This design comes from an exercise in tuning for small area on the open sky130 flow, not from production work. Function was checked by simulation only, so behaviour that the tests miss may differ from the original. No activity file was given, so power comes from the tool's default toggle rates.

Design round_key_bank, start of the top module:
module round_key_bank #(
  parameter int unsigned WIDTH = 128,
  parameter int unsigned DEPTH = 10,
  parameter int unsigned BANKS = 2,
  localparam int unsigned AW = (DEPTH > 1) ? $clog2(DEPTH) : 1,
  localparam int unsigned BW = (BANKS > 1) ? $clog2(BANKS) : 1
) (
  input  logic             i_clk,
  input  logic             i_rst,
  input  logic             i_wr_start,
  input  logic [BW-1:0]    i_wr_bank,
  input  logic             i_wr_valid,
  input  logic [WIDTH-1:0] i_wr_data,
  output logic             o_wr_ready,
  input  logic             i_zeroize,
  input  logic             i_rd_en,
  input  logic [BW-1:0]    i_rd_bank,
  input  logic [AW-1:0]    i_rd_addr,
  output logic [WIDTH-1:0] o_rd_data,
  output logic             o_rd_valid,
  output logic             o_rd_err,
  output logic [BANKS-1:0] o_bank_ready,
  output logic             o_busy
);
  localparam int unsigned NENT = BANKS * DEPTH;
  localparam int unsigned CW   = (NENT > 1) ? $clog2(NENT) : 1;
  logic             r_load;
  logic             r_zero;
  logic [BW-1:0]    r_bank;
  logic [CW-1:0]    r_cnt;
  logic [BANKS-1:0] r_bank_ready;
  logic             r_pol;
  ...
For scale: ~8,100 cells after synthesis, ~88,000 um2 of cells after synthesis.
Settings: LEC_CHECK=0, CAP_MARGIN=20, CORE_MARGIN=2, CORE_UTILIZATION=50, CTS_CLUSTER_DIAMETER=100, CTS_CLUSTER_SIZE=30, PLACE_DENSITY=0.6, SLEW_MARGIN=20; clock period 4.0 ns.
run.sh (not shown) runs the stock make flow with config.mk's settings and CLKGATE_MAP_FILE= SYNTH_SCRIPT=/design/flow/synth_recipe.tcl, a recipe that flattens the netlist after the stock synthesis.
The starting point finished clean.
Edit:
CTS_CLUSTER_DIAMETER = unset   (was 100)
CTS_CLUSTER_SIZE = unset   (was 30)
Die area does not change.
Critical path depth does not change.
Synthesized cell count does not change.
Flip-flop and latch count does not change.

## north
The RTL this note starts from:
==> flow/design.v <==
module round_key_bank #(
  parameter int unsigned WIDTH = 128,
  parameter int unsigned DEPTH = 10,
  parameter int unsigned BANKS = 2,
  localparam int unsigned AW = (DEPTH > 1) ? $clog2(DEPTH) : 1,
  localparam int unsigned BW = (BANKS > 1) ? $clog2(BANKS) : 1
) (
  input  logic             i_clk,
  input  logic             i_rst,
  input  logic             i_wr_start,
  input  logic [BW-1:0]    i_wr_bank,
  input  logic             i_wr_valid,
  input  logic [WIDTH-1:0] i_wr_data,
  output logic             o_wr_ready,
  input  logic             i_zeroize,
  input  logic             i_rd_en,
  input  logic [BW-1:0]    i_rd_bank,
  input  logic [AW-1:0]    i_rd_addr,
  output logic [WIDTH-1:0] o_rd_data,
  output logic             o_rd_valid,
  output logic             o_rd_err,
  output logic [BANKS-1:0] o_bank_ready,
  output logic             o_busy
);
  localparam int unsigned NENT = BANKS * DEPTH;
  localparam int unsigned CW   = (NENT > 1) ? $clog2(NENT) : 1;
  logic             r_load;
  logic             r_zero;
  logic [BW-1:0]    r_bank;
  logic [CW-1:0]    r_cnt;
  logic [BANKS-1:0] r_bank_ready;
  logic             r_rd_valid;
  logic             r_rd_err;
  logic [NENT-1:0]  r_rd_nsel;
  logic             r_rd_ph;
  logic [NENT-1:0]  w_rd_sel;
  logic [WIDTH:0]   r_mem [BANKS][DEPTH];
  logic             w_beat;
  logic             w_clr;
  logic [WIDTH:0]   w_wd;
  logic [WIDTH-1:0] w_word;
  assign o_wr_ready   = r_load;
  assign o_busy       = r_load | r_zero;
  assign o_bank_ready = r_bank_ready;
  assign o_rd_valid   = r_rd_valid;
  assign o_rd_err     = r_rd_err;
  assign w_beat = r_load & i_wr_valid & ~i_zeroize;
  assign w_clr  = r_zero;
  assign w_wd   = {1'b0, i_wr_data};
  always_ff @(posedge i_clk or posedge i_rst) begin
    if (i_rst) begin
      r_load       <= 1'b0;
      r_zero       <= 1'b0;
      r_bank       <= '0;
      r_cnt        <= '0;
      r_bank_ready <= '0;
    end else begin
      if (r_zero) begin
        if (r_cnt == CW'(NENT - 1)) begin
          r_cnt  <= '0;
          r_zero <= 1'b0;
        end else begin
          r_cnt <= r_cnt + CW'(1);
        end
      end else if (i_zeroize) begin
        r_zero       <= 1'b1;
        r_load       <= 1'b0;
        r_cnt        <= '0;
        r_bank_ready <= '0;
      end else if (r_load) begin
        if (i_wr_valid) begin
          if (r_cnt == CW'(DEPTH - 1)) begin
            r_cnt                <= '0;
            r_load               <= 1'b0;
            r_bank_ready[r_bank] <= 1'b1;
          end else begin
            r_cnt <= r_cnt + CW'(1);
          end
        end
      end else if (i_wr_start && (32'(i_wr_bank) < BANKS)) begin
        r_load                  <= 1'b1;
        r_bank                  <= i_wr_bank;
        r_cnt                   <= '0;
        r_bank_ready[i_wr_bank] <= 1'b0;
      end
    end
  end
  for (genvar b = 0; b < BANKS; b++) begin : g_bank
    logic w_load_b;
    logic w_sh;
    logic w_hd;
    assign w_load_b = w_beat & (r_bank == BW'(b));
    assign w_sh     = w_load_b | w_clr;
    assign w_hd     = ~w_load_b | w_clr;
    always_ff @(posedge i_clk) begin
      for (int k = 0; k < DEPTH - 1; k++)
        r_mem[b][k] <= ~((r_mem[b][k] | {(WIDTH+1){w_sh}}) & (r_mem[b][k+1] | {(WIDTH+1){w_hd}}));
      r_mem[b][DEPTH-1] <= ~((r_mem[b][DEPTH-1] | {(WIDTH+1){w_sh}}) & (w_wd | {(WIDTH+1){w_hd}}));
    end
  end
  always_ff @(posedge i_clk or posedge i_rst) begin
    if (i_rst) r_rd_valid <= 1'b0;
    else       r_rd_valid <= i_rd_en;
  end
  always_comb begin
    for (int b = 0; b < BANKS; b++)
      for (int k = 0; k < DEPTH; k++)
        w_rd_sel[b*DEPTH+k] = r_bank_ready[b] && (32'(i_rd_bank) == b) && (32'(i_rd_addr) == k);
  end
  always_ff @(posedge i_clk) begin
    r_rd_err <= ~((32'(i_rd_bank) < BANKS) && (32'(i_rd_addr) < DEPTH) && r_bank_ready[i_rd_bank]);
    r_rd_nsel <= ~w_rd_sel;
    r_rd_ph  <= 1'b1;
    for (int b = 0; b < BANKS; b++)
      for (int k = 0; k < DEPTH; k++)
        if (w_rd_sel[b*DEPTH+k]) r_rd_ph <= ~r_mem[b][k][WIDTH];
  end
  always_comb begin
    w_word = '1;
    for (int b = 0; b < BANKS; b++)
      for (int k = 0; k < DEPTH; k++)
        w_word = w_word & (r_mem[b][k][WIDTH-1:0] | {WIDTH{r_rd_nsel[b*DEPTH+k]}});
  end
  assign o_rd_data = w_word ^ {WIDTH{r_rd_ph}};
endmodule
clock: 4.0 ns
lec_check: 0
cap_margin: 20
core_margin: 2
core_utilization: 75
cts_cluster_diameter: 100
cts_cluster_size: 30
place_density: 0.88
slew_margin: 20
standard.sh (not shown) runs the stock make flow with config.mk's settings and CLKGATE_MAP_FILE= SYNTH_SCRIPT=/design/flow/synth_recipe.tcl, a recipe that flattens the netlist after the stock synthesis.
==> flow/flow/run.sh <==
#!/bin/bash
# Layout: the standard flow (standard.sh: standard synthesis, floorplan, power grid,
# placement, CTS, routing), with one change: the buffers that buffer_ports puts on every
# input and output port are sky130_fd_sc_hd__buf_1 instead of the default delay buffer.
# make's output goes to flow_make.log here; ORFS keeps each step's log under orfs/logs/.
set -euo pipefail
bash standard.sh "BUFFER_PORTS_ARGS=-buffer_cell sky130_fd_sc_hd__buf_1" finish > flow_make.log 2>&1
> inputs changed (north -> south)
# north
export LEC_CHECK = 0
export CAP_MARGIN = 20
export CORE_MARGIN = 2
export CORE_UTILIZATION = 75
export CTS_CLUSTER_DIAMETER = 100
export CTS_CLUSTER_SIZE = 30
export PLACE_DENSITY = 0.88
export SLEW_MARGIN = 20
create_clock -name core_clock -period 4.0 [get_ports {i_clk}]
# south
export LEC_CHECK = 0
export CAP_MARGIN = 20
export CORE_MARGIN = 2
export CORE_UTILIZATION = 50
export CTS_CLUSTER_DIAMETER = 100
export CTS_CLUSTER_SIZE = 30
export PLACE_DENSITY = 0.6
export SLEW_MARGIN = 20
create_clock -name core_clock -period 4.0 [get_ports {i_clk}]
[summary]
north ended with every stage complete and zero timing, DRC or antenna violations.
south finished every step from synthesis to the final layout, and the layout passed the timing, DRC and antenna checks.
Setup WNS north -> south: better
[diff] wire length, south relative to north: regression
Looking at clock share of power, south sits above north.
Sort south and north by remaining max-slew budget at the tightest pin, descending, and south comes first.
Compared with north, south shows first-pass iteration count of the detailed router lower by 2.
south: initial standard-cell utilization of the core 25 points below north

-- re-timing with driven ports --
How much do the figures lean on ideal ports? The routed layouts below were timed once more, with nothing changed but the port constraints. Step 1, drivers: a clkbuf_16 drives i_clk and a buf_2 each remaining input, both assumed. Step 2, shift: input delay + t, output delay - t, t = (earliest + latest rising clock arrival at the registers) / 2. This alone moves slack from input paths to output paths. Three values: ideal ports, drivers, drivers and shift; two values: the first two.
run	t (ns)	slack for setup (ns)	worst hold slack (ns)	worst setup path after step 2	latest minus earliest clock arrival (ns)
the first run of note 1	0.848	0.071 / -0.018 / 0.750	0.340 / 0.277 / 0.443	input to register	0.031 / 0.030
the second run of note 1	0.980	0.089 / 0.005 / 0.712	0.225 / 0.167 / 0.434	input to register	0.036 / 0.037
north	0.809	0.092 / 0.016 / 0.825	0.018 / -0.036 / 0.442	register to output	0.031 / 0.030
south	0.865	0.120 / 0.024 / 0.889	0.124 / 0.050 / 0.439	register to output	0.038 / 0.038
After both steps setup and hold are still met in every run listed.
